Background: an optimization exercise with open tools, aiming at small area, a short achievable clock period and few clock cycles per item. Do not read the settings as production practice.
Only simulation tests tie the RTL to the original design; equivalence was not proved.

==> flow/design.v <==
`timescale 1ns / 1ps
package ssa_pkg;
  localparam int SAMPLE_W   = 16;
  localparam int RESULT_W   = 16;
  localparam int CFG_ADDR_W = 3;
  localparam int CFG_DATA_W = 32;
  localparam logic REG_IDX_MODE = 1'b0;
  localparam int DEN_W      = 31;
  localparam int DIV_STEPS  = 15;
endpackage
`timescale 1ns / 1ps
module ssa_cfg (
  input  logic                           clk,
  input  logic                           rst_n,
  input  logic                           cfg_psel,
  input  logic                           cfg_penable,
  input  logic                           cfg_pwrite,
  input  logic [ssa_pkg::CFG_ADDR_W-1:0] cfg_paddr,
  input  logic [ssa_pkg::CFG_DATA_W-1:0] cfg_pwdata,
  output logic [ssa_pkg::CFG_DATA_W-1:0] cfg_prdata,
  output logic                           cfg_pready,
  output logic                           mode
);
  logic mode_r;
  logic mode_nxt;
  logic wr_en;
  logic reg_idx;
  assign cfg_pready = 1'b1;
  assign reg_idx    = cfg_paddr[2];
  assign wr_en      = cfg_psel && cfg_penable && cfg_pwrite && cfg_pready;
  always_comb begin
    mode_nxt = mode_r;
    if (wr_en && (reg_idx == ssa_pkg::REG_IDX_MODE)) begin
      mode_nxt = cfg_pwdata[0];
    end
  end
  always_ff @(posedge clk) begin
    if (!rst_n) begin
      mode_r <= 1'b0;
    end else begin
      mode_r <= mode_nxt;
    end
  end
  logic rd_bit;
  always_ff @(posedge clk) begin
    rd_bit <= rst_n && mode_nxt && (reg_idx == ssa_pkg::REG_IDX_MODE);
  end
  assign cfg_prdata = {{(ssa_pkg::CFG_DATA_W-1){1'b0}}, rd_bit};
  assign mode = mode_r;
endmodule
`timescale 1ns / 1ps
module ssa_front (
  input  logic                         clk,
  input  logic                         rst_n,
  input  logic                         adv,
  input  logic                         in_vld,
  input  logic [ssa_pkg::SAMPLE_W-1:0] sample,
  input  logic                         mode,
  output logic                         vld_o,
  output logic                         neg_o,
  output logic                         sub_o,
  output logic                         add_o,
  output logic                         q_o,
  output logic [18:0]                  rem_o,
  output logic [ssa_pkg::DEN_W-1:0]    den_o
);
  logic        v1, mode1, neg1;
  logic [15:0] m1, d1;
  assign m1 = sample[15] ? 16'(-sample) : sample;
  always_ff @(posedge clk) begin
    if (!rst_n) begin
      v1 <= 1'b0;
    end else if (adv) begin
      v1 <= in_vld;
    end
  end
  always_ff @(posedge clk) begin
    if (adv) begin
      mode1 <= mode;
      neg1  <= sample[15];
      d1    <= {m1[15:8] + 8'd1, m1[7:0]};
    end
  end
  logic        v2, mode2, neg2, act0, act1;
  logic [31:0] sq_s, sq_c;
  logic [30:0] ps, pc;
  ssa_sq u_sq (
    .d  (d1),
    .ps (sq_s),
    .pc (sq_c)
  );
  always_ff @(posedge clk) begin
    if (!rst_n) begin
      v2 <= 1'b0;
    end else if (adv) begin
      v2 <= v1;
    end
  end
  always_ff @(posedge clk) begin
    if (adv) begin
      mode2 <= mode1;
      neg2  <= neg1;
      act0  <= d1 < 16'd512;
      act1  <= !mode1 || (d1 <= 16'd724);
      ps    <= mode1 ? sq_s[30:0] : {15'd0, d1};
      pc    <= mode1 ? sq_c[30:0] : 31'd0;
    end
  end
  logic [18:0] r1;
  always_comb begin
    if (!mode2) begin
      r1 = {3'b000, ps[15:0]} - 19'd512;
    end else if (act0) begin
      r1 = 19'h2_0000 - ps[18:0] - pc[18:0];
    end else begin
      r1 = 19'h2_0000;
    end
  end
  always_ff @(posedge clk) begin
    if (!rst_n) begin
      vld_o <= 1'b0;
    end else if (adv) begin
      vld_o <= v2;
    end
  end
  always_ff @(posedge clk) begin
    if (adv) begin
      neg_o  <= neg2 & ~mode2;
      sub_o  <= act1 & ~r1[18];
      add_o  <= act1 & r1[18];
      den_o  <= ps + pc;
      rem_o  <= r1;
      q_o    <= ~r1[18] & (act0 | ~mode2);
    end
  end
endmodule
module ssa_sq (
  input  logic [15:0] d,
  output logic [31:0] ps,
  output logic [31:0] pc
);
  logic c2, c4, c6, c8, c10, c12, c14, c16, c18, c20, c22, c24;
  logic c26, c28, c30, c32, c34, c36, c38, c40, c42, c44, c46, c48;
  logic c50, c52, c54, c56, c58, c60, c62, c64, c66, c68, c70, c72;
  logic c74, c76, c78, c80, c82, c84, c86, c88, c90, c92, c94, c96;
  logic c98, c100, c102, c104, c106, c108, c110, c112, c114, c116, c118, c120;
  logic c122, c124, c126, c128, c130, c132, c134, c136, c138, c140, c142, c144;
  logic c146, c148, c150, c152, c154, c156, c158, c160, c162, c164, c166, c168;
  logic c170, c172, c174, c176, c178, c180, c182, s1, s3, s5, s7, s9;
  logic s11, s13, s15, s17, s19, s21, s23, s25, s27, s29, s31, s33;
  logic s35, s37, s39, s41, s43, s45, s47, s49, s51, s53, s55, s57;
  logic s59, s61, s63, s65, s67, s69, s71, s73, s75, s77, s79, s81;
  logic s83, s85, s87, s89, s91, s93, s95, s97, s99, s101, s103, s105;
  logic s107, s109, s111, s113, s115, s117, s119, s121, s123, s125, s127, s129;
  logic s131, s133, s135, s137, s139, s141, s143, s145, s147, s149, s151, s153;
  logic s155, s157, s159, s161, s163, s165, s167, s169, s171, s173, s175, s177;
  logic s179, s181;
  assign s1 = (d[0] & d[11]) ^ (d[1] & d[10]);
  assign c2 = (d[0] & d[11]) & (d[1] & d[10]);
  assign s3 = (d[0] & d[12]) ^ (d[1] & d[11]);
  assign c4 = (d[0] & d[12]) & (d[1] & d[11]);
  assign s5 = (d[0] & d[13]) ^ (d[1] & d[12]) ^ (d[2] & d[11]);
  assign c6 = ((d[0] & d[13]) & (d[1] & d[12])) | ((d[0] & d[13]) & (d[2] & d[11])) | ((d[1] & d[12]) & (d[2] & d[11]));
  assign s7 = (d[3] & d[10]) ^ (d[4] & d[9]);
  assign c8 = (d[3] & d[10]) & (d[4] & d[9]);
  assign s9 = (d[0] & d[14]) ^ (d[1] & d[13]) ^ (d[2] & d[12]);
  assign c10 = ((d[0] & d[14]) & (d[1] & d[13])) | ((d[0] & d[14]) & (d[2] & d[12])) | ((d[1] & d[13]) & (d[2] & d[12]));
  assign s11 = (d[3] & d[11]) ^ (d[4] & d[10]);
  assign c12 = (d[3] & d[11]) & (d[4] & d[10]);
  assign s13 = (d[0] & d[15]) ^ (d[1] & d[14]) ^ (d[2] & d[13]);
  assign c14 = ((d[0] & d[15]) & (d[1] & d[14])) | ((d[0] & d[15]) & (d[2] & d[13])) | ((d[1] & d[14]) & (d[2] & d[13]));
  assign s15 = (d[3] & d[12]) ^ (d[4] & d[11]) ^ (d[5] & d[10]);
  assign c16 = ((d[3] & d[12]) & (d[4] & d[11])) | ((d[3] & d[12]) & (d[5] & d[10])) | ((d[4] & d[11]) & (d[5] & d[10]));
  assign s17 = (d[6] & d[9]) ^ (d[7] & d[8]);
  assign c18 = (d[6] & d[9]) & (d[7] & d[8]);
  assign s19 = (d[1] & d[15]) ^ (d[2] & d[14]) ^ (d[3] & d[13]);
  assign c20 = ((d[1] & d[15]) & (d[2] & d[14])) | ((d[1] & d[15]) & (d[3] & d[13])) | ((d[2] & d[14]) & (d[3] & d[13]));
  assign s21 = (d[4] & d[12]) ^ (d[5] & d[11]) ^ (d[6] & d[10]);
  assign c22 = ((d[4] & d[12]) & (d[5] & d[11])) | ((d[4] & d[12]) & (d[6] & d[10])) | ((d[5] & d[11]) & (d[6] & d[10]));
  assign s23 = (d[2] & d[15]) ^ (d[3] & d[14]) ^ (d[4] & d[13]);
  assign c24 = ((d[2] & d[15]) & (d[3] & d[14])) | ((d[2] & d[15]) & (d[4] & d[13])) | ((d[3] & d[14]) & (d[4] & d[13]));
  assign s25 = (d[5] & d[12]) ^ (d[6] & d[11]) ^ (d[7] & d[10]);
  assign c26 = ((d[5] & d[12]) & (d[6] & d[11])) | ((d[5] & d[12]) & (d[7] & d[10])) | ((d[6] & d[11]) & (d[7] & d[10]));
  assign s27 = (d[3] & d[15]) ^ (d[4] & d[14]) ^ (d[5] & d[13]);
  assign c28 = ((d[3] & d[15]) & (d[4] & d[14])) | ((d[3] & d[15]) & (d[5] & d[13])) | ((d[4] & d[14]) & (d[5] & d[13]));
  assign s29 = (d[4] & d[15]) ^ (d[5] & d[14]) ^ (d[6] & d[13]);
  assign c30 = ((d[4] & d[15]) & (d[5] & d[14])) | ((d[4] & d[15]) & (d[6] & d[13])) | ((d[5] & d[14]) & (d[6] & d[13]));
  assign s31 = (d[0] & d[7]) ^ (d[1] & d[6]);
  assign c32 = (d[0] & d[7]) & (d[1] & d[6]);
  assign s33 = (d[0] & d[8]) ^ (d[1] & d[7]);
  assign c34 = (d[0] & d[8]) & (d[1] & d[7]);
  assign s35 = (d[0] & d[9]) ^ (d[1] & d[8]) ^ (d[2] & d[7]);
  assign c36 = ((d[0] & d[9]) & (d[1] & d[8])) | ((d[0] & d[9]) & (d[2] & d[7])) | ((d[1] & d[8]) & (d[2] & d[7]));
  assign s37 = (d[3] & d[6]) ^ (d[4] & d[5]);
  assign c38 = (d[3] & d[6]) & (d[4] & d[5]);
  assign s39 = (d[0] & d[10]) ^ (d[1] & d[9]) ^ (d[2] & d[8]);
  assign c40 = ((d[0] & d[10]) & (d[1] & d[9])) | ((d[0] & d[10]) & (d[2] & d[8])) | ((d[1] & d[9]) & (d[2] & d[8]));
  assign s41 = (d[3] & d[7]) ^ (d[4] & d[6]);
  assign c42 = (d[3] & d[7]) & (d[4] & d[6]);
  assign s43 = s1 ^ (d[2] & d[9]) ^ (d[3] & d[8]);
  assign c44 = (s1 & (d[2] & d[9])) | (s1 & (d[3] & d[8])) | ((d[2] & d[9]) & (d[3] & d[8]));
  assign s45 = (d[4] & d[7]) ^ (d[5] & d[6]) ^ d[6];
  assign c46 = ((d[4] & d[7]) & (d[5] & d[6])) | ((d[4] & d[7]) & d[6]) | ((d[5] & d[6]) & d[6]);
  assign s47 = c2 ^ s3 ^ (d[2] & d[10]);
  assign c48 = (c2 & s3) | (c2 & (d[2] & d[10])) | (s3 & (d[2] & d[10]));
  assign s49 = (d[3] & d[9]) ^ (d[4] & d[8]) ^ (d[5] & d[7]);
  assign c50 = ((d[3] & d[9]) & (d[4] & d[8])) | ((d[3] & d[9]) & (d[5] & d[7])) | ((d[4] & d[8]) & (d[5] & d[7]));
  assign s51 = c4 ^ s5 ^ s7;
  assign c52 = (c4 & s5) | (c4 & s7) | (s5 & s7);
  assign s53 = (d[5] & d[8]) ^ (d[6] & d[7]) ^ d[7];
  assign c54 = ((d[5] & d[8]) & (d[6] & d[7])) | ((d[5] & d[8]) & d[7]) | ((d[6] & d[7]) & d[7]);
  assign s55 = c6 ^ c8 ^ s9;
  assign c56 = (c6 & c8) | (c6 & s9) | (c8 & s9);
  assign s57 = s11 ^ (d[5] & d[9]) ^ (d[6] & d[8]);
  assign c58 = (s11 & (d[5] & d[9])) | (s11 & (d[6] & d[8])) | ((d[5] & d[9]) & (d[6] & d[8]));
  assign s59 = c10 ^ c12 ^ s13;
  assign c60 = (c10 & c12) | (c10 & s13) | (c12 & s13);
  assign s61 = s15 ^ s17 ^ d[8];
  assign c62 = (s15 & s17) | (s15 & d[8]) | (s17 & d[8]);
  assign s63 = c14 ^ c16 ^ c18;
  assign c64 = (c14 & c16) | (c14 & c18) | (c16 & c18);
  assign s65 = s19 ^ s21 ^ (d[7] & d[9]);
  assign c66 = (s19 & s21) | (s19 & (d[7] & d[9])) | (s21 & (d[7] & d[9]));
  assign s67 = c20 ^ c22 ^ s23;
  assign c68 = (c20 & c22) | (c20 & s23) | (c22 & s23);
  assign s69 = s25 ^ (d[8] & d[9]) ^ d[9];
  assign c70 = (s25 & (d[8] & d[9])) | (s25 & d[9]) | ((d[8] & d[9]) & d[9]);
  assign s71 = c24 ^ c26 ^ s27;
  assign c72 = (c24 & c26) | (c24 & s27) | (c26 & s27);
  assign s73 = (d[6] & d[12]) ^ (d[7] & d[11]) ^ (d[8] & d[10]);
  assign c74 = ((d[6] & d[12]) & (d[7] & d[11])) | ((d[6] & d[12]) & (d[8] & d[10])) | ((d[7] & d[11]) & (d[8] & d[10]));
  assign s75 = c28 ^ s29 ^ (d[7] & d[12]);
  assign c76 = (c28 & s29) | (c28 & (d[7] & d[12])) | (s29 & (d[7] & d[12]));
  assign s77 = (d[8] & d[11]) ^ (d[9] & d[10]) ^ d[10];
  assign c78 = ((d[8] & d[11]) & (d[9] & d[10])) | ((d[8] & d[11]) & d[10]) | ((d[9] & d[10]) & d[10]);
  assign s79 = c30 ^ (d[5] & d[15]) ^ (d[6] & d[14]);
  assign c80 = (c30 & (d[5] & d[15])) | (c30 & (d[6] & d[14])) | ((d[5] & d[15]) & (d[6] & d[14]));
  assign s81 = (d[7] & d[13]) ^ (d[8] & d[12]) ^ (d[9] & d[11]);
  assign c82 = ((d[7] & d[13]) & (d[8] & d[12])) | ((d[7] & d[13]) & (d[9] & d[11])) | ((d[8] & d[12]) & (d[9] & d[11]));
  assign s83 = (d[6] & d[15]) ^ (d[7] & d[14]) ^ (d[8] & d[13]);
  assign c84 = ((d[6] & d[15]) & (d[7] & d[14])) | ((d[6] & d[15]) & (d[8] & d[13])) | ((d[7] & d[14]) & (d[8] & d[13]));
  assign s85 = (d[9] & d[12]) ^ (d[10] & d[11]) ^ d[11];
  assign c86 = ((d[9] & d[12]) & (d[10] & d[11])) | ((d[9] & d[12]) & d[11]) | ((d[10] & d[11]) & d[11]);
  assign s87 = (d[7] & d[15]) ^ (d[8] & d[14]) ^ (d[9] & d[13]);
  assign c88 = ((d[7] & d[15]) & (d[8] & d[14])) | ((d[7] & d[15]) & (d[9] & d[13])) | ((d[8] & d[14]) & (d[9] & d[13]));
  assign s89 = (d[8] & d[15]) ^ (d[9] & d[14]) ^ (d[10] & d[13]);
  assign c90 = ((d[8] & d[15]) & (d[9] & d[14])) | ((d[8] & d[15]) & (d[10] & d[13])) | ((d[9] & d[14]) & (d[10] & d[13]));
  assign s91 = (d[0] & d[5]) ^ (d[1] & d[4]);
  assign c92 = (d[0] & d[5]) & (d[1] & d[4]);
  assign s93 = (d[0] & d[6]) ^ (d[1] & d[5]);
  assign c94 = (d[0] & d[6]) & (d[1] & d[5]);
  assign s95 = s31 ^ (d[2] & d[5]) ^ (d[3] & d[4]);
  assign c96 = (s31 & (d[2] & d[5])) | (s31 & (d[3] & d[4])) | ((d[2] & d[5]) & (d[3] & d[4]));
  assign s97 = c32 ^ s33 ^ (d[2] & d[6]);
  assign c98 = (c32 & s33) | (c32 & (d[2] & d[6])) | (s33 & (d[2] & d[6]));
  assign s99 = c34 ^ s35 ^ s37;
  assign c100 = (c34 & s35) | (c34 & s37) | (s35 & s37);
  assign s101 = c36 ^ c38 ^ s39;
  assign c102 = (c36 & c38) | (c36 & s39) | (c38 & s39);
  assign s103 = c40 ^ c42 ^ s43;
  assign c104 = (c40 & c42) | (c40 & s43) | (c42 & s43);
  assign s105 = c44 ^ c46 ^ s47;
  assign c106 = (c44 & c46) | (c44 & s47) | (c46 & s47);
  assign s107 = c48 ^ c50 ^ s51;
  assign c108 = (c48 & c50) | (c48 & s51) | (c50 & s51);
  assign s109 = c52 ^ c54 ^ s55;
  assign c110 = (c52 & c54) | (c52 & s55) | (c54 & s55);
  assign s111 = c56 ^ c58 ^ s59;
  assign c112 = (c56 & c58) | (c56 & s59) | (c58 & s59);
  assign s113 = c60 ^ c62 ^ s63;
  assign c114 = (c60 & c62) | (c60 & s63) | (c62 & s63);
  assign s115 = c64 ^ c66 ^ s67;
  assign c116 = (c64 & c66) | (c64 & s67) | (c66 & s67);
  assign s117 = c68 ^ c70 ^ s71;
  assign c118 = (c68 & c70) | (c68 & s71) | (c70 & s71);
  assign s119 = c72 ^ c74 ^ s75;
  assign c120 = (c72 & c74) | (c72 & s75) | (c74 & s75);
  assign s121 = c76 ^ c78 ^ s79;
  assign c122 = (c76 & c78) | (c76 & s79) | (c78 & s79);
  assign s123 = c80 ^ c82 ^ s83;
  assign c124 = (c80 & c82) | (c80 & s83) | (c82 & s83);
  assign s125 = c84 ^ c86 ^ s87;
  assign c126 = (c84 & c86) | (c84 & s87) | (c86 & s87);
  assign s127 = c88 ^ s89 ^ (d[11] & d[12]);
  assign c128 = (c88 & s89) | (c88 & (d[11] & d[12])) | (s89 & (d[11] & d[12]));
  assign s129 = c90 ^ (d[9] & d[15]) ^ (d[10] & d[14]);
  assign c130 = (c90 & (d[9] & d[15])) | (c90 & (d[10] & d[14])) | ((d[9] & d[15]) & (d[10] & d[14]));
  assign s131 = (d[10] & d[15]) ^ (d[11] & d[14]) ^ (d[12] & d[13]);
  assign c132 = ((d[10] & d[15]) & (d[11] & d[14])) | ((d[10] & d[15]) & (d[12] & d[13])) | ((d[11] & d[14]) & (d[12] & d[13]));
  assign s133 = (d[0] & d[3]) ^ (d[1] & d[2]);
  assign c134 = (d[0] & d[3]) & (d[1] & d[2]);
  assign s135 = (d[0] & d[4]) ^ (d[1] & d[3]);
  assign c136 = (d[0] & d[4]) & (d[1] & d[3]);
  assign s137 = s91 ^ (d[2] & d[3]) ^ d[3];
  assign c138 = (s91 & (d[2] & d[3])) | (s91 & d[3]) | ((d[2] & d[3]) & d[3]);
  assign s139 = c92 ^ s93 ^ (d[2] & d[4]);
  assign c140 = (c92 & s93) | (c92 & (d[2] & d[4])) | (s93 & (d[2] & d[4]));
  assign s141 = c94 ^ s95 ^ d[4];
  assign c142 = (c94 & s95) | (c94 & d[4]) | (s95 & d[4]);
  assign s143 = c96 ^ s97 ^ (d[3] & d[5]);
  assign c144 = (c96 & s97) | (c96 & (d[3] & d[5])) | (s97 & (d[3] & d[5]));
  assign s145 = c98 ^ s99 ^ d[5];
  assign c146 = (c98 & s99) | (c98 & d[5]) | (s99 & d[5]);
  assign s147 = c100 ^ s101 ^ s41;
  assign c148 = (c100 & s101) | (c100 & s41) | (s101 & s41);
  assign s149 = c102 ^ s103 ^ s45;
  assign c150 = (c102 & s103) | (c102 & s45) | (s103 & s45);
  assign s151 = c104 ^ s105 ^ s49;
  assign c152 = (c104 & s105) | (c104 & s49) | (s105 & s49);
  assign s153 = c106 ^ s107 ^ s53;
  assign c154 = (c106 & s107) | (c106 & s53) | (s107 & s53);
  assign s155 = c108 ^ s109 ^ s57;
  assign c156 = (c108 & s109) | (c108 & s57) | (s109 & s57);
  assign s157 = c110 ^ s111 ^ s61;
  assign c158 = (c110 & s111) | (c110 & s61) | (s111 & s61);
  assign s159 = c112 ^ s113 ^ s65;
  assign c160 = (c112 & s113) | (c112 & s65) | (s113 & s65);
  assign s161 = c114 ^ s115 ^ s69;
  assign c162 = (c114 & s115) | (c114 & s69) | (s115 & s69);
  assign s163 = c116 ^ s117 ^ s73;
  assign c164 = (c116 & s117) | (c116 & s73) | (s117 & s73);
  assign s165 = c118 ^ s119 ^ s77;
  assign c166 = (c118 & s119) | (c118 & s77) | (s119 & s77);
  assign s167 = c120 ^ s121 ^ s81;
  assign c168 = (c120 & s121) | (c120 & s81) | (s121 & s81);
  assign s169 = c122 ^ s123 ^ s85;
  assign c170 = (c122 & s123) | (c122 & s85) | (s123 & s85);
  assign s171 = c124 ^ s125 ^ (d[10] & d[12]);
  assign c172 = (c124 & s125) | (c124 & (d[10] & d[12])) | (s125 & (d[10] & d[12]));
  assign s173 = c126 ^ s127 ^ d[12];
  assign c174 = (c126 & s127) | (c126 & d[12]) | (s127 & d[12]);
  assign s175 = c128 ^ s129 ^ (d[11] & d[13]);
  assign c176 = (c128 & s129) | (c128 & (d[11] & d[13])) | (s129 & (d[11] & d[13]));
  assign s177 = c130 ^ s131 ^ d[13];
  assign c178 = (c130 & s131) | (c130 & d[13]) | (s131 & d[13]);
  assign s179 = c132 ^ (d[11] & d[15]) ^ (d[12] & d[14]);
  assign c180 = (c132 & (d[11] & d[15])) | (c132 & (d[12] & d[14])) | ((d[11] & d[15]) & (d[12] & d[14]));
  assign s181 = (d[12] & d[15]) ^ (d[13] & d[14]) ^ d[14];
  assign c182 = ((d[12] & d[15]) & (d[13] & d[14])) | ((d[12] & d[15]) & d[14]) | ((d[13] & d[14]) & d[14]);
  assign ps[0] = d[0];
  assign pc[0] = 1'b0;
  assign ps[1] = 1'b0;
  assign pc[1] = 1'b0;
  assign ps[2] = (d[0] & d[1]);
  assign pc[2] = d[1];
  assign ps[3] = (d[0] & d[2]);
  assign pc[3] = 1'b0;
  assign ps[4] = s133;
  assign pc[4] = d[2];
  assign ps[5] = c134;
  assign pc[5] = s135;
  assign ps[6] = c136;
  assign pc[6] = s137;
  assign ps[7] = c138;
  assign pc[7] = s139;
  assign ps[8] = c140;
  assign pc[8] = s141;
  assign ps[9] = c142;
  assign pc[9] = s143;
  assign ps[10] = c144;
  assign pc[10] = s145;
  assign ps[11] = c146;
  assign pc[11] = s147;
  assign ps[12] = c148;
  assign pc[12] = s149;
  assign ps[13] = c150;
  assign pc[13] = s151;
  assign ps[14] = c152;
  assign pc[14] = s153;
  assign ps[15] = c154;
  assign pc[15] = s155;
  assign ps[16] = c156;
  assign pc[16] = s157;
  assign ps[17] = c158;
  assign pc[17] = s159;
  assign ps[18] = c160;
  assign pc[18] = s161;
  assign ps[19] = c162;
  assign pc[19] = s163;
  assign ps[20] = c164;
  assign pc[20] = s165;
  assign ps[21] = c166;
  assign pc[21] = s167;
  assign ps[22] = c168;
  assign pc[22] = s169;
  assign ps[23] = c170;
  assign pc[23] = s171;
  assign ps[24] = c172;
  assign pc[24] = s173;
  assign ps[25] = c174;
  assign pc[25] = s175;
  assign ps[26] = c176;
  assign pc[26] = s177;
  assign ps[27] = c178;
  assign pc[27] = s179;
  assign ps[28] = c180;
  assign pc[28] = s181;
  assign ps[29] = c182;
  assign pc[29] = (d[13] & d[15]);
  assign ps[30] = (d[14] & d[15]);
  assign pc[30] = d[15];
  assign ps[31] = 1'b0;
  assign pc[31] = 1'b0;
endmodule
`timescale 1ns / 1ps
module ssa_div_stage #(
  parameter int RW = 19
) (
  input  logic [RW-1:0]             rem_i,
  input  logic [ssa_pkg::DEN_W-1:0] den,
  input  logic                      sub,
  input  logic                      add,
  output logic [RW:0]               rem_o,
  output logic                      q,
  output logic                      sub_o,
  output logic                      add_o
);
  logic [RW:0] op;
  logic        act_o;
  generate
    if (RW >= ssa_pkg::DEN_W) begin : g_full
      assign op = (RW+1)'(den);
    end else begin : g_part
      assign op = {1'b0, den[RW-1:0]};
    end
    if (RW + 1 >= ssa_pkg::DEN_W) begin : g_act_full
      assign act_o = 1'b1;
    end else begin : g_act_part
      assign act_o = ~|den[ssa_pkg::DEN_W-1:RW+1];
    end
  endgenerate
  assign rem_o = {rem_i, 1'b0} + ((sub ? ~op : '0) | (add ? op : '0)) + (RW+1)'(sub);
  assign q     = (sub | add) & ~rem_o[RW];
  assign sub_o = act_o & ~rem_o[RW];
  assign add_o = act_o & rem_o[RW];
endmodule
`timescale 1ns / 1ps
module ssa_back (
  input  logic                         clk,
  input  logic                         rst_n,
  input  logic                         vld_i,
  input  logic                         neg_i,
  input  logic [14:0]                  quo_i,
  output logic                         adv,
  output logic                         out_vld,
  input  logic                         out_rdy,
  output logic [ssa_pkg::RESULT_W-1:0] out_data
);
  logic                         ovld, svld, adv_r;
  logic [ssa_pkg::RESULT_W-1:0] odata, sdata;
  logic [ssa_pkg::RESULT_W-1:0] res;
  logic                         pop, push;
  assign res  = neg_i ? 16'(-{1'b0, quo_i}) : {1'b0, quo_i};
  assign adv  = adv_r;
  assign pop  = ovld && out_rdy;
  assign push = adv && vld_i;
  always_ff @(posedge clk) begin
    if (!rst_n) begin
      ovld  <= 1'b0;
      svld  <= 1'b0;
      adv_r <= 1'b1;
    end else begin
      if (pop) begin
        ovld  <= svld || push;
        svld  <= 1'b0;
        adv_r <= 1'b1;
      end else if (push) begin
        ovld  <= 1'b1;
        svld  <= ovld;
        adv_r <= !ovld;
      end
    end
  end
  always_ff @(posedge clk) begin
    if (pop && svld) begin
      odata <= sdata;
    end else if (push && (pop || !ovld)) begin
      odata <= res;
    end
    if (push && ovld && !pop) begin
      sdata <= res;
    end
  end
  assign out_vld  = ovld;
  assign out_data = odata;
endmodule
`timescale 1ns / 1ps
module softsign_activation_top (
  input  logic                           clk,
  input  logic                           rst_n,
  input  logic                           in_tvalid,
  output logic                           in_tready,
  input  logic [ssa_pkg::SAMPLE_W-1:0]   in_tdata,
  output logic                           out_tvalid,
  input  logic                           out_tready,
  output logic [ssa_pkg::RESULT_W-1:0]   out_tdata,
  input  logic                           cfg_psel,
  input  logic                           cfg_penable,
  input  logic                           cfg_pwrite,
  input  logic [ssa_pkg::CFG_ADDR_W-1:0] cfg_paddr,
  input  logic [ssa_pkg::CFG_DATA_W-1:0] cfg_pwdata,
  output logic [ssa_pkg::CFG_DATA_W-1:0] cfg_prdata,
  output logic                           cfg_pready
);
  localparam int STEPS_PER_REG = 1;
  localparam int NS  = ssa_pkg::DIV_STEPS;
  localparam int DW  = ssa_pkg::DEN_W;
  function automatic integer roff(input integer j);
    roff = 18 * j + (j * (j - 1)) / 2;
  endfunction
  function automatic integer qoff(input integer j);
    qoff = (j * (j - 1)) / 2;
  endfunction
  logic mode;
  logic adv;
  logic [NS:0]              vld_c, neg_c, sub_c, add_c;
  logic [roff(NS+1)-1:0]    rem_c;
  logic [(NS+1)*DW-1:0]     den_c;
  logic [qoff(NS+1)-1:0]    quo_c;
  assign in_tready = adv;
  ssa_cfg u_cfg (
    .clk         (clk),
    .rst_n       (rst_n),
    .cfg_psel    (cfg_psel),
    .cfg_penable (cfg_penable),
    .cfg_pwrite  (cfg_pwrite),
    .cfg_paddr   (cfg_paddr),
    .cfg_pwdata  (cfg_pwdata),
    .cfg_prdata  (cfg_prdata),
    .cfg_pready  (cfg_pready),
    .mode        (mode)
  );
  ssa_front u_front (
    .clk    (clk),
    .rst_n  (rst_n),
    .adv    (adv),
    .in_vld (in_tvalid),
    .sample (in_tdata),
    .mode   (mode),
    .vld_o  (vld_c[1]),
    .neg_o  (neg_c[1]),
    .sub_o  (sub_c[1]),
    .add_o  (add_c[1]),
    .q_o    (quo_c[qoff(1)]),
    .rem_o  (rem_c[roff(1) +: 19]),
    .den_o  (den_c[DW +: DW])
  );
  assign vld_c[0] = 1'b0;
  assign neg_c[0] = 1'b0;
  assign sub_c[0] = 1'b0;
  assign add_c[0] = 1'b0;
  assign rem_c[0 +: 18] = '0;
  assign den_c[0 +: DW] = '0;
  for (genvar j = 1; j < NS; j++) begin : g_step
    localparam int RW = 18 + j;
    logic [RW:0]   rem_n;
    logic          qb, sub_n, add_n;
    logic [j:0]    quo_n;
    ssa_div_stage #(.RW(RW)) u_div (
      .rem_i (rem_c[roff(j) +: RW]),
      .den   (den_c[j*DW +: DW]),
      .sub   (sub_c[j]),
      .add   (add_c[j]),
      .rem_o (rem_n),
      .q     (qb),
      .sub_o (sub_n),
      .add_o (add_n)
    );
    assign quo_n = {quo_c[qoff(j) +: j], qb};
    if (((j + 1) % STEPS_PER_REG == 0) || (j == NS - 1)) begin : g_reg
      logic          vld_r, neg_r, sub_r, add_r;
      logic [RW:0]   rem_r;
      logic [DW-1:0] den_r;
      logic [j:0]    quo_r;
      always_ff @(posedge clk) begin
        if (!rst_n) begin
          vld_r <= 1'b0;
        end else if (adv) begin
          vld_r <= vld_c[j];
        end
      end
      always_ff @(posedge clk) begin
        if (adv) begin
          neg_r  <= neg_c[j];
          sub_r  <= sub_n;
          add_r  <= add_n;
          rem_r  <= rem_n;
          den_r  <= den_c[j*DW +: DW];
          quo_r  <= quo_n;
        end
      end
      assign vld_c[j+1]                 = vld_r;
      assign neg_c[j+1]                 = neg_r;
      assign sub_c[j+1]                 = sub_r;
      assign add_c[j+1]                 = add_r;
      assign rem_c[roff(j+1) +: RW + 1] = rem_r;
      assign den_c[(j+1)*DW +: DW]      = den_r;
      assign quo_c[qoff(j+1) +: j + 1]  = quo_r;
    end else begin : g_comb
      assign vld_c[j+1]                 = vld_c[j];
      assign neg_c[j+1]                 = neg_c[j];
      assign sub_c[j+1]                 = sub_n;
      assign add_c[j+1]                 = add_n;
      assign rem_c[roff(j+1) +: RW + 1] = rem_n;
      assign den_c[(j+1)*DW +: DW]      = den_c[j*DW +: DW];
      assign quo_c[qoff(j+1) +: j + 1]  = quo_n;
    end
  end
  ssa_back u_back (
    .clk      (clk),
    .rst_n    (rst_n),
    .vld_i    (vld_c[NS]),
    .neg_i    (neg_c[NS]),
    .quo_i    (quo_c[qoff(NS) +: NS]),
    .adv      (adv),
    .out_vld  (out_tvalid),
    .out_rdy  (out_tready),
    .out_data (out_tdata)
  );
endmodule
==> flow/run.sh <==
#!/bin/bash
# synth_recipe.tcl (not shown) runs the flow's synth.tcl, then flattens the netlist and writes it again
# the make line also repeats each setting of config.mk as NAME=value (left out here)
make -C /OpenROAD-flow-scripts/flow DESIGN_CONFIG=/design/flow/config.mk WORK_HOME=/design/flow/orfs CLKGATE_MAP_FILE= SYNTH_SCRIPT=/design/flow/synth_recipe.tcl finish
==> flow/config.mk <==
export PLATFORM = sky130hd
export DESIGN_NAME = softsign_activation_top
export DESIGN_NICKNAME = softsign_activation_top
export VERILOG_FILES = /design/flow/design.v
export SDC_FILE = /design/flow/constraint.sdc
export NUM_CORES = 4
export LEC_CHECK = 0
export CAP_MARGIN = 20
export CORE_MARGIN = 2
export CORE_UTILIZATION = 40
export SETUP_SLACK_MARGIN = 2.5
export SLEW_MARGIN = 20
==> flow/constraint.sdc <==
create_clock -name core_clock -period 6.5 [get_ports {clk}]
set_input_delay 1.3000 -clock core_clock [delete_from_list [all_inputs] [get_ports {clk}]]
set_output_delay 1.3000 -clock core_clock [all_outputs]
set_load 0.01 [all_outputs]
==> results of run 1 <==
==> kinds of logic after synthesis <==
kind of cell	Yosys count	share of synthesized area, %
other cells	2	0.01238
simple gates	994	8.209
compound gates	1098	11.75
mux	351	6.466
flops	1087	53.46
fa+ha+maj	527	11.91
xor+xnor	380	5.556
buf+inv	392	2.635
==> layout make-up <==
type                    count  area [um2]
fillers                 13422       82450
flip-flops and latches   1087       32420
multi-input cells        3382       26910
clock buffers             136        2987
well taps                2016        2522
repair buffers            124        1236
inverters                 221       837.1
clock inverters            73       753.2
repair inverters            2       10.01
==> worst paths after layout <==
kind / startpoint / end / slack (ns) / cells after the start
worst max-delay path: g_step[11].g_reg.sub_r / g_step[12].g_reg.rem_r[29] / 2.52 / 12
worst min-delay path: g_step[11].g_reg.quo_r[5] / g_step[12].g_reg.quo_r[6] / 0.41 / 0
worst max register to register: g_step[11].g_reg.sub_r / g_step[12].g_reg.rem_r[29] / 2.52 / 12
worst min register to register: g_step[11].g_reg.quo_r[5] / g_step[12].g_reg.quo_r[6] / 0.41 / 0
==> sequential cells by signal (all words and copies together), names as in the netlist, 13 cells and up <==
signal              cells
u_front.den_o          31
u_front.d1             16
g_step.g_reg.add_r     13
g_step.g_reg.sub_r     13
u_front.ps             31
u_back.sdata           16
g_step.g_reg.den_r    403
g_step.g_reg.neg_r     14
u_front.rem_o          19
g_step.g_reg.quo_r    119
g_step.g_reg.vld_r     14
g_step.g_reg.rem_r    336
u_back.odata           16
u_front.pc             28
==> metrics by stage <==
stage          worst slack, ns  instance area (um2)  setup TNS, ns
2_1_floorplan           -2.307                60770       -1489.62
3_3_place_gp             1.625                63140              0
3_5_place_dp             1.658                63140              0
4_1_cts                  2.505                67430              0
5_1_grt                  2.369                67680              0
6_report                 2.521                67680              0
==> Yosys cell counts, types with 54 or more instances <==
library cell	instances
a21o_1	181
a21oi_1	299
and2_1	126
clkbuf_1	134
edfxtp_1	1065
fa_1	84
ha_1	443
inv_1	221
mux2_2	326
nand2_1	261
nand2b_1	54
nand3_1	69
nor2_1	205
nor2b_1	69
nor3_1	58
o21ai_0	226
xnor2_1	255
xor2_1	122
==> routing by layer <==
metal / wire (um) / GRT usage (%) / up-vias
li1: - / - / 18221
met1: 46310 / 16.14 / 17668
met2: 65470 / 29.66 / 514
met3: 3379 / 2.355 / 302
met4: 5828 / 7.198 / 0
met5: 0 / 0 / -
==> critical path, stage by stage, from the launching register on <==
cell and delay [ns]:
edfxtp_1 0.35, buf_4 0.25, mux2_2 0.31, ha_1 0.35, a211oi_1 0.32, o211ai_1 0.18
a311oi_1 0.43, a21oi_2 0.18, a31oi_1 0.33, nor3_1 0.15, o221ai_1 0.39, mux2i_1 0.30
o2111ai_1 0.15
==> timing repair <==
item / in CTS / in global routing
setup endpoints to repair: 87 / 50
resized for setup: 15 / 23
hold buffers: 0 / 0
gates cloned: 2 / 0
pin swaps: 3 / 4
setup buffers: 49 / 15
==> impl_metrics.env, run 1 <==
export IMPL_cp_required_ns=6.94
export IMPL_syn_avg_cell_area_um2=12.55
export IMPL_cts_root_buf="clkbuf_16"
export IMPL_io_buffer_count=43
export IMPL_synth_top_area_share_pct=52.73
export IMPL_via_per_inst=5.213
export IMPL_place_inst=6766
export IMPL_track_usage_pct=15.37
export IMPL_area_delta_synth_final_pct=11.59
export IMPL_cts_buffers=114
export IMPL_fin_crit_ns=3.979
export IMPL_synthArstFlopShare_pct=0
export IMPL_grt_antenna_before_repair=0
export IMPL_die_w_um=393.4
export IMPL_min_period_over_period_pct=61.22
export IMPL_setup_worst_path_end_class="flop"
export IMPL_fin_util_pct=45.08
export IMPL_antenna_left=0
export IMPL_drc=0
export IMPL_htree_levels=3
export IMPL_layout_drive_gt1_share_pct=13.03
export IMPL_grt_pass1_vias=37171
export IMPL_max_freq_ghz=0.2513
export IMPL_yosysSeqAreaShare_pct=53.46
export IMPL_clkTransAtPathRegs_ns=0.06
export IMPL_crit_arrival_ns=4.42
export IMPL_syn_inst=4831
export IMPL_die_area_um2=154800
export IMPL_hold_slack_ns=0.4120
export IMPL_totalWireLength_um=121000
export IMPL_final_cell_mix="1065 x edfxtp_1, 443 x ha_1, 326 x mux2_2, 291 x a21oi_1, 261 x nand2_1"
export IMPL_grt_pass1_wl_um=192800
export IMPL_dr_total_vias=36705
export IMPL_yosys_area_top_type="edfxtp_1"
export IMPL_fin_nets=5517
export IMPL_cts_tree="done"
export IMPL_cts_sinks=1087
export IMPL_hold_viol_final=0
export IMPL_n_antenna_cell=0
export IMPL_hpwl_um=84900
export IMPL_crit_fanout=34
export IMPL_status="finished clean"
export IMPL_final_max_slew_viol_count=0
export IMPL_rows=142
export IMPL_ys_flop_type="edfxtp_1"
export IMPL_grt_max_degree=182
export IMPL_ios=109
export IMPL_rsz0062_at_grt="yes"
export IMPL_cts_max_path_buffers=3
export IMPL_synth_cell_area_um2=60650
export IMPL_drt_initial_drc_count=1606
export IMPL_maxCapViolations=0
export IMPL_relSlewSlack_pct=36.22
export IMPL_worstSetupPathType="flop to flop"
export IMPL_clk_latency_ns=0.72
export IMPL_ys_seq_elements=1087
export IMPL_worst_pin_slew_ns=0.9566
export IMPL_first_pass_iters=5
export IMPL_final_common_cell="edfxtp_1"
export IMPL_fp_dieH_um=393.4
export IMPL_start_kind="flop"
export IMPL_finalSetupViolCount=0
export IMPL_fin_skew_ns=0.02632
export IMPL_synth_area_leaders="edfxtp_1 53%, ha_1 9.1%, mux2_2 6.1%, xnor2_1 3.7%, fa_1 2.8%"
export IMPL_start_util_pct=40.40
export IMPL_synth_warnings=4
export IMPL_synth_cell_type_count=87
export IMPL_hold_path_class="flop to flop"
export IMPL_final_cells=7041
export IMPL_synth_enable_flop_cells=1065
export IMPL_wl_per_cell_um=17.18
export IMPL_core_um2=150100
export IMPL_gp_congestion=0.8851
export IMPL_grt_overflow_total=0
Testbench counts, summed over its fixed seeds: cycles 16,288, items 16,000.
==> run 2: changes to the inputs <==
--- a/flow/config.mk
+++ b/flow/config.mk
@@ -8,5 +8,5 @@
 export CAP_MARGIN = 20
 export CORE_MARGIN = 2
 export CORE_UTILIZATION = 40
-export SETUP_SLACK_MARGIN = 2.5
+export SETUP_SLACK_MARGIN = 2.0
 export SLEW_MARGIN = 20
==> impl_metrics.env, run 2 <==
export IMPL_synth_warnings=4
export IMPL_hold_viol_final=0
export IMPL_start_kind="flop"
export IMPL_regArea_um2=32420
export IMPL_synth_enable_flop_cells=1065
export IMPL_cp_cell_sequence="mux2_2 > ha_1 > fa_1 > a21o_1 > a21oi_2 > o21bai_1 > a2111o_1 > a2111oi_4 > nor3_1 > nor4_1 > o21bai_1 > xor2_1"
export IMPL_cpMaxStageDelayCell="edfxtp_1"
export IMPL_setup_worst_path_end_class="flop"
export IMPL_io_buffer_count=43
export IMPL_synth_common_cells="1065 x edfxtp_1, 443 x ha_1, 326 x mux2_2"
export IMPL_hold_path_class="flop to flop"
export IMPL_totalWireLength_um=116900
export IMPL_grt_overflow_total=0
export IMPL_syn_avg_cell_area_um2=12.55
export IMPL_htree_levels=3
export IMPL_synth_area_leaders="edfxtp_1 53%, ha_1 9.1%, mux2_2 6.1%, xnor2_1 3.7%, fa_1 2.8%"
export IMPL_final_cell_mix="1065 x edfxtp_1, 443 x ha_1, 326 x mux2_2, 298 x a21oi_1, 261 x nand2_1"
export IMPL_crit_fanout=15
export IMPL_start_util_pct=40.40
export IMPL_drc=0
export IMPL_final_common_cell="edfxtp_1"
export IMPL_ys_flop_type="edfxtp_1"
export IMPL_fin_crit_ns=4.401
export IMPL_grt_antenna_before_repair=0
export IMPL_yosys_area_top_type="edfxtp_1"
export IMPL_worst_pin_slew_ns=1.037
export IMPL_clk_latency_ns=0.72
export IMPL_first_pass_iters=5
export IMPL_synth_cell_area_um2=60650
export IMPL_fin_util_pct=44.64
export IMPL_multi_input_area_um2=26760
export IMPL_grt_pass1_vias=37022
export IMPL_relSlewSlack_pct=30.87
export IMPL_final_max_slew_viol_count=0
export IMPL_die_w_um=393.4
export IMPL_crit_arrival_ns=4.86
export IMPL_synth_cell_type_count=87
export IMPL_grt_pass1_wl_um=188100
export IMPL_ys_seq_elements=1087
export IMPL_synthArstFlopShare_pct=0
export IMPL_fin_skew_ns=0.02619
export IMPL_status="finished clean"
export IMPL_cts_buffers=114
export IMPL_fin_nets=5461
export IMPL_final_cells=6985
export IMPL_via_per_inst=5.218
export IMPL_fp_dieH_um=393.4
export IMPL_min_period_over_period_pct=67.70
export IMPL_die_area_um2=154800
export IMPL_rsz0062_at_grt="yes"
export IMPL_drt_initial_drc_count=1691
export IMPL_clkTransAtPathRegs_ns=0.06
export IMPL_synth_top_area_share_pct=52.73
export IMPL_yosysSeqAreaShare_pct=53.46
export IMPL_layout_drive_gt1_share_pct=11.55
export IMPL_antenna_left=0
export IMPL_gp_congestion=0.8851
export IMPL_n_antenna_cell=0
export IMPL_syn_inst=4831
export IMPL_cts_hold_buf=0
export IMPL_wl_per_cell_um=16.74
export IMPL_worstSetupPathType="flop to flop"
export IMPL_top_regs="g_step.g_reg.den_r (403), g_step.g_reg.rem_r (336), g_step.g_reg.quo_r (119)"
export IMPL_track_usage_pct=14.82
export IMPL_cts_max_path_buffers=3
export IMPL_cts_sinks=1087
export IMPL_ios=109
export IMPL_area_delta_synth_final_pct=10.51
export IMPL_grt_max_degree=182
export IMPL_max_freq_ghz=0.2272
export IMPL_fillers=13480
export IMPL_r2r_slack_ns=2.10
export IMPL_hold_slack_ns=0.4123
export IMPL_place_inst=6766
export IMPL_cts_root_buf="clkbuf_16"
export IMPL_dr_total_vias=36451
export IMPL_rr_worst_depth=12
export IMPL_cp_required_ns=6.96
export IMPL_finalSetupViolCount=0
export IMPL_largest_reg_flops=403
export IMPL_hpwl_um=84900
export IMPL_maxCapViolations=0
export IMPL_top_register="g_step.g_reg.den_r"
export IMPL_slowest_delay_ns=0.74
export IMPL_rows=142
export IMPL_core_um2=150100
export IMPL_cts_tree="done"
export IMPL_hold_path_depth=0
export IMPL_crit_top_cell="o21bai_1"
export IMPL_yosysMostFrequentCell="edfxtp_1"
export IMPL_setup_tns_final_ns=0
## run 2: worst paths after layout
kind / startpoint / to
max reg2reg: g_step[10].g_reg.sub_r / g_step[11].g_reg.rem_r[28]
max: g_step[10].g_reg.sub_r / g_step[11].g_reg.rem_r[28]
min: g_step[11].g_reg.quo_r[5] / g_step[12].g_reg.quo_r[6]
min reg2reg: g_step[11].g_reg.quo_r[5] / g_step[12].g_reg.quo_r[6]
## run 2: cell families after synthesis
family | count (synthesis) | share of synthesized area [%]
flops | 1087 | 53.46
mux | 351 | 6.466
xor+xnor | 380 | 5.556
simple gates | 994 | 8.209
other cells | 2 | 0.01238
compound gates | 1098 | 11.75
fa+ha+maj | 527 | 11.91
buf+inv | 392 | 2.635
## run 2: metal layers
metal,part of all wire [%],up-vias,track usage [%],routed length (um)
met5,0,-,0,0
met4,4.0,0,5.955,4687
met3,2.9,268,2.280,3401
met2,54,523,28.46,63130
met1,39,17563,16.09,45710
li1,-,18097,-,-
## run 2: area by class of cell
cell class / instances / share of cell area [%]
Multi-Input combinational cell: 3382 / 39.93
Timing Repair Buffer: 69 / 1.092
Timing Repair inverter: 1 / 0.007467
Sequential cell: 1087 / 48.38
Inverter: 221 / 1.243
Clock buffer: 136 / 4.456
Tap cell: 2016 / 3.764
Clock inverter: 73 / 1.124
## run 2: worst max-delay path, delay by kind of cell (launching register included)
kind	cells	cell delay (ns)
mux	1	0.43
simple gates	2	0.53
compound gates	6	1.63
flops	1	0.74
xor+xnor	1	0.15
fa+ha+maj	2	0.63
## run 2: through the flow
step,setup slack [ns],instance area [um2]
6_report,2.099,67020
4_1_cts,2.038,66930
5_1_grt,1.840,67020
2_1_floorplan,-2.307,60770
3_3_place_gp,1.625,63140
3_5_place_dp,1.658,63140
## run 2: repair_timing
| item | in CTS | in global routing |
|---|---|---|
| setup endpoints to repair | 8 | 23 |
| pin swaps | 0 | 0 |
| endpoints found under the hold margin | 0 | 0 |
| setup buffers | 3 | 5 |
| cloned | 1 | 0 |
| gates resized for setup | 1 | 4 |
==> run 3: changes to the inputs <==
--- a/flow/config.mk
+++ b/flow/config.mk
@@ -8,5 +8,5 @@
 export CAP_MARGIN = 20
 export CORE_MARGIN = 2
 export CORE_UTILIZATION = 40
-export SETUP_SLACK_MARGIN = 2.0
+export SETUP_SLACK_MARGIN = 3.0
 export SLEW_MARGIN = 20
==> impl_metrics.env, run 3 <==
export IMPL_layout_drive_gt1_share_pct=21.31
export IMPL_worst_pin_slew_ns=0.9583
export IMPL_rsz0062_at_grt="yes"
export IMPL_start_util_pct=40.40
export IMPL_cp_required_ns=6.97
export IMPL_area_delta_synth_final_pct=17.75
export IMPL_cts_sinks=1087
export IMPL_clk_latency_ns=0.72
export IMPL_grt_pass1_wl_um=201300
export IMPL_place_area_um2=63140
export IMPL_hold_viol_final=0
export IMPL_grt_pass1_vias=38229
export IMPL_synth_cell_type_count=87
export IMPL_cts_root_buf="clkbuf_16"
export IMPL_fin_util_pct=47.57
export IMPL_yosysMostFrequentCell="edfxtp_1"
export IMPL_synth_enable_flop_cells=1065
export IMPL_yosysSeqAreaShare_pct=53.46
export IMPL_fp_dieH_um=393.4
export IMPL_core_um2=150100
export IMPL_top_register="g_step.g_reg.den_r"
export IMPL_track_usage_pct=16.15
export IMPL_grt_max_degree=182
export IMPL_ios=109
export IMPL_totalWireLength_um=130100
export IMPL_clkTransAtPathRegs_ns=0.06
export IMPL_largest_reg_flops=403
export IMPL_final_max_slew_viol_count=0
export IMPL_worstHoldStart="g_step[9].g_reg.quo_r[5]"
export IMPL_drc=0
export IMPL_via_per_inst=5.231
export IMPL_grt_antenna_before_repair=0
export IMPL_drt_initial_drc_count=1595
export IMPL_synth_cell_area_um2=60650
export IMPL_maxCapViolations=0
export IMPL_cts_hold_buf=0
export IMPL_htree_levels=3
export IMPL_n_antenna_cell=0
export IMPL_finalSetupViolCount=0
export IMPL_crit_arrival_ns=4.17
export IMPL_fin_skew_ns=0.02640
export IMPL_setup_tns_final_ns=0
export IMPL_fin_area_um2=71420
export IMPL_first_pass_iters=5
export IMPL_ys_flop_type="edfxtp_1"
export IMPL_final_common_cell="edfxtp_1"
export IMPL_setup_worst_path_end_class="flop"
export IMPL_synth_common_cells="1065 x edfxtp_1, 443 x ha_1, 326 x mux2_2"
export IMPL_cts_max_path_buffers=3
export IMPL_yosys_area_top_type="edfxtp_1"
export IMPL_final_cell_mix="1065 x edfxtp_1, 367 x ha_1, 308 x mux2_2, 254 x nand2_1, 251 x a21oi_1"
export IMPL_die_area_um2=154800
export IMPL_synth_top_area_share_pct=52.73
export IMPL_worstSetupPathType="flop to flop"
export IMPL_max_freq_ghz=0.2702
export IMPL_min_period_over_period_pct=56.95
export IMPL_r2r_start="g_step[10].g_reg.sub_r"
export IMPL_grt_overflow_total=0
export IMPL_cts_buffers=114
export IMPL_rows=142
export IMPL_dr_total_vias=37813
export IMPL_wl_per_cell_um=17.99
export IMPL_worstSetupStartpoint="g_step[10].g_reg.sub_r"
export IMPL_top_regs="g_step.g_reg.den_r (403), g_step.g_reg.rem_r (336), g_step.g_reg.quo_r (119)"
export IMPL_gp_congestion=0.8851
export IMPL_hold_path_class="flop to flop"
export IMPL_synth_warnings=4
export IMPL_syn_avg_cell_area_um2=12.55
export IMPL_ys_seq_elements=1087
export IMPL_start_kind="flop"
export IMPL_cts_tree="done"
export IMPL_fin_crit_ns=3.701
export IMPL_hpwl_um=84900
export IMPL_relSlewSlack_pct=36.11
export IMPL_synthArstFlopShare_pct=0
export IMPL_die_w_um=393.4
export IMPL_antenna_left=0
export IMPL_synth_area_leaders="edfxtp_1 53%, ha_1 9.1%, mux2_2 6.1%, xnor2_1 3.7%, fa_1 2.8%"
export IMPL_io_buffer_count=43
export IMPL_status="finished clean"
export IMPL_crit_fanout=8
export IMPL_syn_inst=4831
export IMPL_fin_nets=5705
[run 3: cell counts after synthesis]
Identical to the previous run, type by type.
[run 3: final timing paths]
kind                                 to  slack, ns  cells after the start
max          g_step[11].g_reg.rem_r[26]       2.80                     14
min reg2reg   g_step[10].g_reg.quo_r[6]       0.41                      0
min           g_step[10].g_reg.quo_r[6]       0.41                      0
max reg2reg  g_step[11].g_reg.rem_r[26]       2.80                     14
[run 3: kinds of logic (layout without fill, tap and decap cells)]
kind of cell / Yosys count / in the layout / synth area share [%]
other: 2 / 32 / 0.01238
buffers and inverters: 392 / 744 / 2.635
XOR/XNOR: 380 / 380 / 5.556
multiplexers: 351 / 351 / 6.466
AND/OR/NAND/NOR: 994 / 994 / 8.209
adder cells (fa/ha/maj): 527 / 527 / 11.91
flip-flops: 1087 / 1087 / 53.46
AO/OA/AOI/OAI: 1098 / 1098 / 11.75
[run 3: cell type report]
cell class                      count  area (um2)
Fill cell                       13051       78720
Multi-Input combinational cell   3382       28960
Inverter                          221       840.8
Timing Repair inverter              2       15.01
Clock inverter                     73       753.2
Clock buffer                      136        2987
Tap cell                         2016        2522
Timing Repair Buffer              312        2914
Sequential cell                  1087       32420
[run 3: what timing repair did]
| action | 4_1_cts | 5_1_grt |
|---|---|---|
| cloned | 8 | 3 |
| setup buffers | 159 | 84 |
| gates resized for setup | 214 | 274 |
| endpoints found under the setup margin | 196 | 113 |
| pin swaps | 97 | 147 |
[run 3: per-layer routing]
metal / global-route usage (%) / vias up / wire, um
met5: 0 / - / 0
met4: 7.816 / 0 / 6447
met3: 2.404 / 308 / 3671
met2: 31.43 / 553 / 71640
met1: 16.68 / 18378 / 48330
li1: - / 18574 / -
[run 3: critical path, stage by stage, from the launching register on]
cell and delay, ns:
edfxtp_1 0.42, buf_12 0.18, mux2_4 0.28, ha_4 0.17, fa_2 0.34, a21o_1 0.18, a21oi_2 0.17, o21bai_2 0.09
a2111o_1 0.49, a2111oi_4 0.35, buf_4 0.21, nor3_4 0.06, o41ai_2 0.23, and2b_1 0.20, xnor2_1 0.06
[run 3: per-stage QoR]
step	worst slack [ns]	hold slack, ns	std cells
6_report	2.799	0.4122	7229
4_1_cts	2.780	0.4129	7142
5_1_grt	2.685	0.4219	7229
3_5_place_dp	1.658	0.4045	6766
3_3_place_gp	1.625	0.4008	6766
2_1_floorplan	-2.307	0.4003	4861
==> run 4: changes to the inputs <==
--- a/flow/config.mk
+++ b/flow/config.mk
@@ -5,6 +5,7 @@
 export SDC_FILE = /design/flow/constraint.sdc
 export NUM_CORES = 4
 export LEC_CHECK = 0
+export ABC_AREA = 1
 export CAP_MARGIN = 20
 export CORE_MARGIN = 2
 export CORE_UTILIZATION = 40
==> impl_metrics.env, run 4 <==
export IMPL_crit_fanout=15
export IMPL_worst_pin_slew_ns=1.013
export IMPL_fp_dieH_um=401.1
export IMPL_cp_top_family="adder cells"
export IMPL_relSlewSlack_pct=32.46
export IMPL_drt_initial_drc_count=3360
export IMPL_top_regs="g_step.g_reg.den_r (403), g_step.g_reg.rem_r (336), g_step.g_reg.quo_r (119)"
export IMPL_syn_inst=6530
export IMPL_cts_hold_buf=0
export IMPL_ys_seq_elements=1087
export IMPL_yosysSeqAreaShare_pct=51.40
export IMPL_synth_warnings=4
export IMPL_cp_cell_sequence="nand2_1 > fa_1 > fa_1 > fa_1 > inv_1 > fa_1 > nand2_1 > inv_1"
export IMPL_crit_arrival_ns=3.86
export IMPL_fin_area_um2=70200
export IMPL_top_register="g_step.g_reg.den_r"
export IMPL_start_util_pct=40.34
export IMPL_synth_top_area_share_pct=50.70
export IMPL_rsz0062_at_grt="yes"
export IMPL_cts_sinks=1087
export IMPL_synth_cell_type_count=63
export IMPL_fin_crit_ns=3.378
export IMPL_hpwl_um=118300
export IMPL_grt_max_degree=188
export IMPL_cpMaxStageDelayCell="edfxtp_1"
export IMPL_cts_buffers=117
export IMPL_final_common_cell="nand2_1"
export IMPL_yosysMostFrequentCell="nand2_1"
export IMPL_setup_worst_path_end_class="flop"
export IMPL_cp_num_buf_inv=2
export IMPL_clkTransAtPathRegs_ns=0.06
export IMPL_synth_enable_flop_cells=1065
export IMPL_antenna_left=0
export IMPL_hold_viol_final=0
export IMPL_slowest_delay_ns=0.80
export IMPL_area_delta_synth_final_pct=11.28
export IMPL_rows=145
export IMPL_cts_tree="done"
export IMPL_cts_max_path_buffers=3
export IMPL_first_pass_iters=6
export IMPL_totalWireLength_um=153500
export IMPL_wl_per_cell_um=17.47
export IMPL_place_area_um2=65750
export IMPL_hold_path_class="flop to flop"
export IMPL_maxCapViolations=0
export IMPL_track_usage_pct=18.68
export IMPL_cts_root_buf="clkbuf_16"
export IMPL_cp_required_ns=6.98
export IMPL_worst_slack_ns=3.122
export IMPL_final_max_slew_viol_count=0
export IMPL_via_per_inst=5.141
export IMPL_hold_slack_ns=0.3869
export IMPL_drc=0
export IMPL_worstSetupPathType="flop to flop"
export IMPL_max_freq_ghz=0.2960
export IMPL_layout_drive_gt1_share_pct=5.008
export IMPL_synthArstFlopShare_pct=0
export IMPL_final_cell_mix="1530 x nand2_1, 1065 x edfxtp_1, 582 x inv_1, 569 x o21ai_0, 500 x nor2_1"
export IMPL_start_kind="flop"
export IMPL_gp_congestion=0.9170
export IMPL_grt_antenna_before_repair=0
export IMPL_htree_levels=3
export IMPL_synth_cell_area_um2=63080
export IMPL_yosys_area_top_type="edfxtp_1"
export IMPL_ios=109
export IMPL_core_um2=156400
export IMPL_ys_flop_type="edfxtp_1"
export IMPL_die_w_um=401.1
export IMPL_largest_reg_flops=403
export IMPL_pre_cts_ws_ns=2.954
export IMPL_die_area_um2=160900
export IMPL_crit_top_cell="fa_1"
export IMPL_io_buffer_count=43
export IMPL_grt_pass1_vias=43796
export IMPL_fin_nets=7216
export IMPL_finalSetupViolCount=0
export IMPL_grt_pass1_wl_um=240700
export IMPL_syn_avg_cell_area_um2=9.660
export IMPL_n_antenna_cell=0
export IMPL_synth_area_leaders="edfxtp_1 51%, nand2_1 9.1%, ha_1 8.8%, o21ai_0 4.5%, inv_1 3.5%"
export IMPL_clk_latency_ns=0.74
export IMPL_min_period_over_period_pct=51.97
export IMPL_grt_overflow_total=0
export IMPL_fin_skew_ns=0.05332
export IMPL_status="finished clean"
export IMPL_synth_common_cells="1531 x nand2_1, 1065 x edfxtp_1, 592 x inv_1"
export IMPL_dr_total_vias=45173
==> run 4: changes by cell type after synthesis, moves of 138 or more <==
cell / previous run / this run
nor2_1: 205 / 501
inv_1: 221 / 592
o21ai_0: 226 / 572
mux2_2: 326 / 0
nand3_1: 69 / 244
a21oi_1: 299 / 437
nand2_1: 261 / 1531
xnor2_1: 255 / 90
==> run 4: cell type report <==
cell class	count	area, um2
Tap cell	2058	2575
Fill cell	14938	86190
Inverter	612	2335
Sequential cell	1087	32420
Timing Repair inverter	10	65.06
Timing Repair Buffer	92	955.9
Multi-Input combinational cell	4711	27800
Clock buffer	139	3080
Clock inverter	78	962.2
==> run 4: logic make-up (layout without fill, tap and decap cells) <==
kind of cell	Yosys count	after routing	synth area share (%)
xor+xnor	339	339	4.796
fa+ha+maj	527	527	11.45
buf+inv	762	931	4.744
flops	1087	1087	51.40
other cells	2	32	0.01191
compound gates	1287	1287	11.10
simple gates	2526	2526	16.50
==> run 4: through the flow <==
step	TNS [ns]	util (%)	cells
6_report	0	44.89	8787
2_1_floorplan	-1466.60	-	6560
3_3_place_gp	0	42.04	8530
4_1_cts	0	44.64	8748
5_1_grt	0	44.89	8787
3_5_place_dp	0	42.04	8530
==> run 4: metal layers <==
metal | vias to the layer above | global-route usage, % | wire [um]
li1 | 22737 | - | -
met1 | 21350 | 24.52 | 68990
met2 | 865 | 32.28 | 74570
met3 | 221 | 2.123 | 5867
met4 | 0 | 5.786 | 4093
met5 | - | 0 | 0
==> run 4: path summary, 6_finish.rpt <==
| check | start | to | slack, ns | depth (start not counted) |
|---|---|---|---|---|
| hold / removal | g_step[7].g_reg.quo_r[0] | g_step[8].g_reg.quo_r[1] | 0.39 | 0 |
| hold reg to reg | g_step[7].g_reg.quo_r[0] | g_step[8].g_reg.quo_r[1] | 0.39 | 0 |
| setup / recovery | u_front.d1[15] | u_front.pc[18] | 3.12 | 8 |
| setup reg to reg | u_front.d1[15] | u_front.pc[18] | 3.12 | 8 |
==> run 4: repair_timing <==
item	in CTS	in global routing
gates resized for setup	0	17
buffers inserted	1	28
cloned	0	10
endpoints found under the setup margin	1	74
==> run 4: worst reg2reg max path: stages, from the launching register on <==
cell,delay [ns]
edfxtp_1,0.80
nand2_1,0.18
fa_1,0.54
fa_1,0.47
fa_1,0.51
inv_1,0.05
fa_1,0.45
nand2_1,0.08
inv_1,0.05
==> run 5: changes to the inputs <==
--- a/flow/config.mk
+++ b/flow/config.mk
@@ -9,5 +9,5 @@
 export CAP_MARGIN = 20
 export CORE_MARGIN = 2
 export CORE_UTILIZATION = 40
-export SETUP_SLACK_MARGIN = 3.0
+export SETUP_SLACK_MARGIN = 4.0
 export SLEW_MARGIN = 20
==> impl_metrics.env, run 5 <==
export IMPL_cts_sinks=1087
export IMPL_final_cells=9609
export IMPL_drc=0
export IMPL_ios=109
export IMPL_worst_pin_slew_ns=0.7116
export IMPL_final_cell_mix="1149 x nand2_1, 1065 x edfxtp_1, 605 x buf_4, 490 x inv_1, 345 x nor2_1"
export IMPL_setup_worst_path_end_class="flop"
export IMPL_track_usage_pct=21.01
export IMPL_layout_drive_gt1_share_pct=38.85
export IMPL_die_w_um=401.1
export IMPL_cts_buffers=118
export IMPL_final_max_slew_viol_count=0
export IMPL_fillers=12829
export IMPL_synth_enable_flop_cells=1065
export IMPL_cp_required_ns=7.01
export IMPL_synth_cell_type_count=63
export IMPL_grt_antenna_before_repair=2
export IMPL_cts_max_path_buffers=3
export IMPL_final_common_cell="nand2_1"
export IMPL_fp_dieH_um=401.1
export IMPL_clkTransAtPathRegs_ns=0.07
export IMPL_yosysSeqAreaShare_pct=51.40
export IMPL_hpwl_um=118800
export IMPL_synth_cell_area_um2=63080
export IMPL_yosys_area_top_type="edfxtp_1"
export IMPL_syn_avg_cell_area_um2=9.660
export IMPL_first_pass_iters=6
export IMPL_fin_skew_ns=0.05896
export IMPL_yosysMostFrequentCell="nand2_1"
export IMPL_antenna_left=0
export IMPL_core_um2=156400
export IMPL_start_util_pct=40.34
export IMPL_crit_arrival_ns=3.62
export IMPL_ys_flop_type="edfxtp_1"
export IMPL_synth_common_cells="1531 x nand2_1, 1065 x edfxtp_1, 592 x inv_1"
export IMPL_io_buffer_count=43
export IMPL_die_area_um2=160900
export IMPL_cts_root_buf="clkbuf_16"
export IMPL_area_delta_synth_final_pct=40.03
export IMPL_max_freq_ghz=0.3208
export IMPL_dr_total_vias=50837
export IMPL_totalWireLength_um=187900
export IMPL_fin_nets=8033
export IMPL_via_per_inst=5.291
export IMPL_cp_cell_sequence="nand2_1 > inv_2 > fa_2 > inv_2 > fa_2 > fa_1 > inv_1 > fa_1 > nand2_1 > inv_1"
export IMPL_synth_area_leaders="edfxtp_1 51%, nand2_1 9.1%, ha_1 8.8%, o21ai_0 4.5%, inv_1 3.5%"
export IMPL_place_inst=8530
export IMPL_syn_inst=6530
export IMPL_rsz0062_at_grt="yes"
export IMPL_synth_top_area_share_pct=50.70
export IMPL_synth_warnings=4
export IMPL_cp_top_family="adder cells"
export IMPL_relSlewSlack_pct=52.56
export IMPL_cpMaxStageDelayCell="edfxtp_1"
export IMPL_gp_congestion=0.9186
export IMPL_finalSetupViolCount=0
export IMPL_hold_slack_ns=0.3994
export IMPL_fin_crit_ns=3.117
export IMPL_top_register="g_step.g_reg.den_r"
export IMPL_maxCapViolations=0
export IMPL_grt_max_degree=168
export IMPL_hold_viol_final=0
export IMPL_status="finished clean"
export IMPL_largest_reg_flops=403
export IMPL_ys_seq_elements=1087
export IMPL_worstSetupPathType="flop to flop"
export IMPL_cp_num_buf_inv=4
==> run 5: changes by cell type in the layout (fill, tap and decap cells not counted), sizes merged, moves of 4 or more <==
cell,delta
buf,+807
clkbuf,+7
clkdlybuf4s50,-25
clkinvlp,+24
dlymetal6s2s,+4
==> run 5: worst paths after layout <==
kind,from,endpoint,slack (ns),cells past startpoint
setup / recovery,u_front.d1[3],u_front.pc[19],3.38,10
hold / removal,g_step[13].g_reg.quo_r[13],g_step[14].g_reg.quo_r[14],0.40,0
setup reg to reg,u_front.d1[3],u_front.pc[19],3.38,10
hold reg to reg,g_step[13].g_reg.quo_r[13],g_step[14].g_reg.quo_r[14],0.40,0
==> run 5: layout make-up <==
type | count | area (um2) | area share [%]
Antenna cell | 1 | 2.502 | 0.002833
Clock buffer | 134 | 3033 | 3.433
Clock inverter | 88 | 1036 | 1.173
Inverter | 612 | 2371 | 2.684
Multi-Input combinational cell | 4711 | 38400 | 43.47
Sequential cell | 1087 | 32430 | 36.71
Tap cell | 2058 | 2575 | 2.915
Timing Repair Buffer | 892 | 8300 | 9.396
Timing Repair inverter | 26 | 192.7 | 0.2181
==> run 5: kinds of logic (layout without fill, tap and decap cells) <==
kind of cell | after synthesis | after routing | synth area share [%]
xor+xnor | 339 | 339 | 4.796
other cells | 2 | 33 | 0.01191
buf+inv | 762 | 1752 | 4.744
simple gates | 2526 | 2526 | 16.50
flops | 1087 | 1087 | 51.40
compound gates | 1287 | 1287 | 11.10
fa+ha+maj | 527 | 527 | 11.45
==> run 5: worst register-to-register path, stage by stage, from the launching register on <==
cell and delay (ns):
edfxtp_1 0.56, nand2_1 0.15, inv_2 0.05, fa_2 0.56, inv_2 0.04, fa_2 0.52, fa_1 0.40, inv_1 0.07
fa_1 0.40, nand2_1 0.08, inv_1 0.04
==> run 5: through the flow <==
stage               setup WS [ns]  util [%]  setup TNS [ns]
finish                      3.383     56.49               0
global route                3.289     56.48               0
global placement            3.016     42.03               0
floorplan                  -1.949         -        -1466.60
CTS                         3.414     49.92               0
detailed placement          2.971     42.03               0
==> run 5: repair_timing <==
action	CTS	global route
endpoints found under the setup margin	1277	994
setup buffers	483	332
cloned	28	13
pin swaps	463	785
hold buffers	0	0
resized for setup	1290	1770
==> run 5: metal layers <==
layer / global-route usage, % / routed length [um]
met1: 27.18 / 78460
met2: 36.56 / 95170
met3: 2.418 / 8315
met4: 6.938 / 5999
met5: 0 / 0

separate check: timing with driven ports:
Ports are ideal in the flow. The routed layouts listed here were re-timed in OpenROAD. Step 1 sets driving cells, clkbuf_16 on the clock port and buf_2 on the other inputs (assumed; they add their load-dependent delay and slew). Step 2 also shifts input and output timing later by t, the mid clock arrival at the registers, as if the neighbouring blocks saw the same clock. Slacks: ideal ports / drivers / drivers and shift; pairs: ideal ports / drivers.
run	t, ns	setup slack, ns	worst setup path at the end	worst register clock-pin slew, ns	cell pins on the clock port's net
run 1	0.790	2.521 / 2.521 / 2.348	input to register	0.07 / 0.07	1
run 2	0.786	2.099 / 2.099 / 2.099	register to register	0.07 / 0.07	1
run 3	0.796	2.799 / 2.799 / 2.415	input to register	0.07 / 0.07	1
run 4	0.795	3.122 / 3.058 / 2.970	input to register	0.07 / 0.07	1
run 5	0.811	3.383 / 3.383 / 3.339	input to register	0.07 / 0.07	1
After both steps every run listed still meets setup and hold. For run 3, which loses most, drivers alone change the setup slack by 0.000 ns; drivers and shift together by -0.384 ns.
